Context: an optimization exercise on an open-source flow, tuned for small area, a short achievable clock period and few clock cycles per item. The choices shown serve that exercise and are no tape-out recipe.
The RTL was checked by simulation tests, not by an equivalence proof against the original design.
Power is estimated from default activity; no workload was simulated.

## compute_core
module compute_core (
    input  logic         clk,
    input  logic         reset,
    input  logic         start,
    input  logic [15:0]  block_id,
    input  logic [7:0]   base_address,
    input  logic [2:0]   num_warps,
    input  logic [3:0]   imem_ready,
    input  logic [127:0] imem_data,
    output logic [3:0]   imem_req_valid,
    output logic [31:0]  imem_req_addr,
    input  logic         dmem_ready,
    output logic         dmem_store_valid,
    output logic [1:0]   dmem_store_warp,
    output logic [31:0]  dmem_store_addr,
    output logic [63:0]  dmem_store_data,
    output logic         done
);
    logic        run;         
    logic        fin;         
    logic        fresh;       
    logic        done_q;
    logic [1:0]  cw;          
    logic [1:0]  lastw;       
    logic [2:0]  nw_q;
    logic [15:0] bid_q;
    logic [7:0]  base_q;
    logic [7:0]  pc;
    logic        idle;        
    logic        go;          
    logic [3:0]  rv;          
    logic [31:0] ra;          
    assign idle = !run && !fin && !done_q;
    assign go = start && idle;
    logic        ir_v;        
    logic        ir_alu;      
    logic        ir_st;       
    logic        ir_first;    
    logic        ir_u1, ir_u2;   
    logic        ir_mul, ir_sub, ir_m1, ir_cb, ir_ci;
    logic [1:0]  ir_w;
    logic [3:0]  ir_rd, ir_rs1, ir_rs2;
    logic [3:0]  ir_s1lo, ir_s1hi, ir_s2lo, ir_s2hi;   
    logic [15:0] ir_imm;
    logic        ex1_alu, ex1_st;
    logic        ex1_mul, ex1_sub, ex1_m1, ex1_cb, ex1_ci;
    logic [1:0]  ex1_w;
    logic [3:0]  ex1_rd;
    logic [15:0] ex1_imm;
    logic [63:0] ex1_a, ex1_b;
    logic [31:0] ex1_sa;      
    logic        ex2_alu;
    logic [1:0]  ex2_w;
    logic [3:0]  ex2_rd;
    logic [127:0] ex2_rows;   
    logic [63:0] fast;        
    logic [63:0] res;
    logic [13*64-1:0] regs;
    logic [12:0]      wr_q;
    logic st_stall, dep, hold;
    assign st_stall = ex1_st && !dmem_ready;
    assign dep = ir_v && ex1_alu && (ex1_w == ir_w) &&
                 ((ex1_mul && ((ir_u1 && ex1_rd == ir_rs1) || (ir_u2 && ex1_rd == ir_rs2))) ||
                  (ir_st && ex1_rd == ir_rs1));
  ...
export LEC_CHECK = 0
export ABC_AREA = 1
export CAP_MARGIN = 20
export CELL_PAD_IN_SITES_DETAIL_PLACEMENT = 1
export CELL_PAD_IN_SITES_GLOBAL_PLACEMENT = 2
export CORE_MARGIN = 2
export CORE_UTILIZATION = 35
export CTS_CLUSTER_DIAMETER = 90
export CTS_CLUSTER_SIZE = 28
export PLACE_DENSITY = 0.55
export SLEW_MARGIN = 20
create_clock -name core_clock -period 13.0 [get_ports {clk}]
standard.sh (not shown) runs the stock make flow with config.mk's settings and CLKGATE_MAP_FILE= SYNTH_SCRIPT=/design/flow/synth_recipe.tcl, a recipe that flattens the netlist after the stock synthesis.
==> flow/flow/run.sh <==
#!/bin/bash
# The standard layout (the standard.sh, unchanged synthesis), with two
# changes to how it is made:
# - the setup repair aims at a shorter period than the SDC's: each
#   repair_timing call works until every path has this much slack left at
#   the SDC's period;
# - the port buffers are buf_2 cells rather than the delay cells buffer_ports
#   picks by default (every port still gets its buffer).
export SETUP_SLACK_MARGIN=8.7
export BUFFER_PORTS_ARGS="-buffer_cell sky130_fd_sc_hd__buf_2"
cp standard.sh standard_sh.log
bash standard.sh > standard.log 2>&1
The first run finished with timing, DRC and antenna clean.
Testbench counts at the start, summed over its fixed seeds: cycles 18,350, kernels 192.
Rerun with:
--- a/flow/design.v
+++ b/flow/design.v
@@ -247,19 +247,18 @@
     assign go = start && idle;
     logic        ir_v;        
     logic        ir_alu;      
     logic        ir_st;       
     logic        ir_first;    
     logic        ir_u1, ir_u2;   
     logic        ir_mul, ir_sub, ir_m1, ir_cb, ir_ci;
     logic [1:0]  ir_w;
     logic [3:0]  ir_rd, ir_rs1, ir_rs2;
-    logic [3:0]  ir_s1lo, ir_s1hi, ir_s2lo, ir_s2hi;   
     logic [15:0] ir_imm;
     logic        ex1_alu, ex1_st;
     logic        ex1_mul, ex1_sub, ex1_m1, ex1_cb, ex1_ci;
     logic [1:0]  ex1_w;
     logic [3:0]  ex1_rd;
     logic [15:0] ex1_imm;
     logic [63:0] ex1_a, ex1_b;
     logic [31:0] ex1_sa;      
     logic        ex2_alu;
@@ -398,56 +397,48 @@
             ir_u2 <= (iop >= 4'h1 && iop <= 4'h3) || (iop == 4'h6);
             ir_mul <= (iop == 4'h3);
             ir_sub <= (iop == 4'h2);
             ir_m1 <= (iop == 4'h1) || (iop == 4'h2) || (iop == 4'h4);
             ir_cb <= (iop == 4'h1) || (iop == 4'h2);
             ir_ci <= (iop == 4'h4) || (iop == 4'h5);
             ir_rd <= iword[27:24];
             ir_rs1 <= iword[23:20];
             ir_rs2 <= iword[19:16];
-            ir_s1lo <= 4'b0001 << iword[21:20];
-            ir_s1hi <= 4'b0001 << iword[23:22];
-            ir_s2lo <= 4'b0001 << iword[17:16];
-            ir_s2hi <= 4'b0001 << iword[19:18];
             ir_imm <= iword[15:0];
         end
     end
     assign done = done_q;
     logic [12:0] rmask;
     logic [63:0] a, b;
     logic        fwd1, fwd2, ffwd1, ffwd2;
     assign rmask = ir_first ? 13'd0 : wr_q;
     assign ffwd1 = ex1_alu && !ex1_mul && (ex1_w == ir_w) && (ex1_rd == ir_rs1);
     assign ffwd2 = ex1_alu && !ex1_mul && (ex1_w == ir_w) && (ex1_rd == ir_rs2);
     assign fwd1 = ex2_alu && (ex2_w == ir_w) && (ex2_rd == ir_rs1);
     assign fwd2 = ex2_alu && (ex2_w == ir_w) && (ex2_rd == ir_rs2);
-    function automatic logic [63:0] rd_port(input logic [3:0] lo, input logic [3:0] hi,
-                                            input logic [13*64-1:0] r,
+    function automatic logic [63:0] rd_port(input logic [3:0] idx, input logic [13*64-1:0] r,
                                             input logic [12:0] m, input logic [1:0] w,
                                             input logic [15:0] bid, input logic [2:0] nw,
                                             input logic fwd, input logic [63:0] fv);
         logic [63:0] v;
-        logic [15:0] sel;
-        for (int i = 0; i < 16; i++) sel[i] = hi[i / 4] && lo[i % 4];
-        v = fwd ? fv : 64'd0;
-        for (int i = 0; i < 13; i++)
-            if (sel[i] && m[i] && !fwd) v = v | r[i*64 +: 64];
-        for (int l = 0; l < 4; l++) begin
-            if (sel[15]) v[l*16 +: 16] = v[l*16 +: 16] | {12'd0, w, 2'(l)};
-            if (sel[14]) v[l*16 +: 16] = v[l*16 +: 16] | bid;
-            if (sel[13]) v[l*16 +: 16] = v[l*16 +: 16] | {11'd0, nw, 2'd0};
-        end
+        v = '0;
+        case (idx)
+            4'd15: for (int l = 0; l < 4; l++) v[l*16 +: 16] = {12'd0, w, 2'(l)};
+            4'd14: v = {4{bid}};
+            4'd13: for (int l = 0; l < 4; l++) v[l*16 +: 16] = {11'd0, nw, 2'd0};
+            default: if (fwd) v = fv; else if (m[idx]) v = r[idx*64 +: 64];
+        endcase
         rd_port = v;
     endfunction
     logic [63:0] a_rf;
-    assign a_rf = rd_port(ir_s1lo, ir_s1hi, regs, rmask, ir_w, bid_q, nw_q, fwd1, res);
+    assign a_rf = rd_port(ir_rs1, regs, rmask, ir_w, bid_q, nw_q, fwd1, res);
     assign a = ffwd1 ? fast : a_rf;
-    assign b = ffwd2 ? fast : rd_port(ir_s2lo, ir_s2hi, regs, rmask, ir_w, bid_q, nw_q, fwd2, res);
+    assign b = ffwd2 ? fast : rd_port(ir_rs2, regs, rmask, ir_w, bid_q, nw_q, fwd2, res);
     always_ff @(posedge clk) begin
         if (reset || go) begin
             ex1_alu <= 1'b0;
             ex1_st <= 1'b0;
         end else if (!st_stall) begin
             ex1_alu <= ir_alu && !dep;
             ex1_st <= ir_st && !dep;
         end
     end
After rerunning: Utilization is lower by 1.1 points. Die area went up by about 1.5%. Total power is higher by about 36%. First-iteration DRC count fell by about 6.5%. Wire length drops by about 3.7%. Global-route usage is lower by 2.0 points.
Testbench counts after the change, summed over its fixed seeds: cycles 18,350, kernels 192.

## port drivers added, routing unchanged
No port has a modelled driver above. Below, the same layouts with a new extraction and two added sets of constraints.
Step 1 sets driving cells, clkbuf_16 on the clock port and buf_2 on the other inputs (assumed; they add their load-dependent delay and slew).
Step 2 moves the port delays by t, midway between the first and last clock arrival at a register: inputs arrive t later, outputs are due t later. That takes back most of the time a late clock gives input paths.
Three values: ideal ports, drivers, drivers and shift; two values: the first two.
| run | t (ns) | slack for setup (ns) | worst hold slack (ns) | worst data-port slew with drivers (ns) | cell pins on the clock port's net |
|---|---|---|---|---|---|
| the first run | 0.866 | 8.556 / 8.556 / 8.130 | 0.346 / 0.346 / 0.346 | 0.10 | 1 |
| the second run | 0.879 | 8.588 / 8.588 / 8.189 | 0.331 / 0.331 / 0.331 | 0.10 | 1 |
After both steps every run listed still meets setup and hold. For the first run, which loses most, drivers alone change the setup slack by 0.000 ns; drivers and shift together by -0.426 ns.
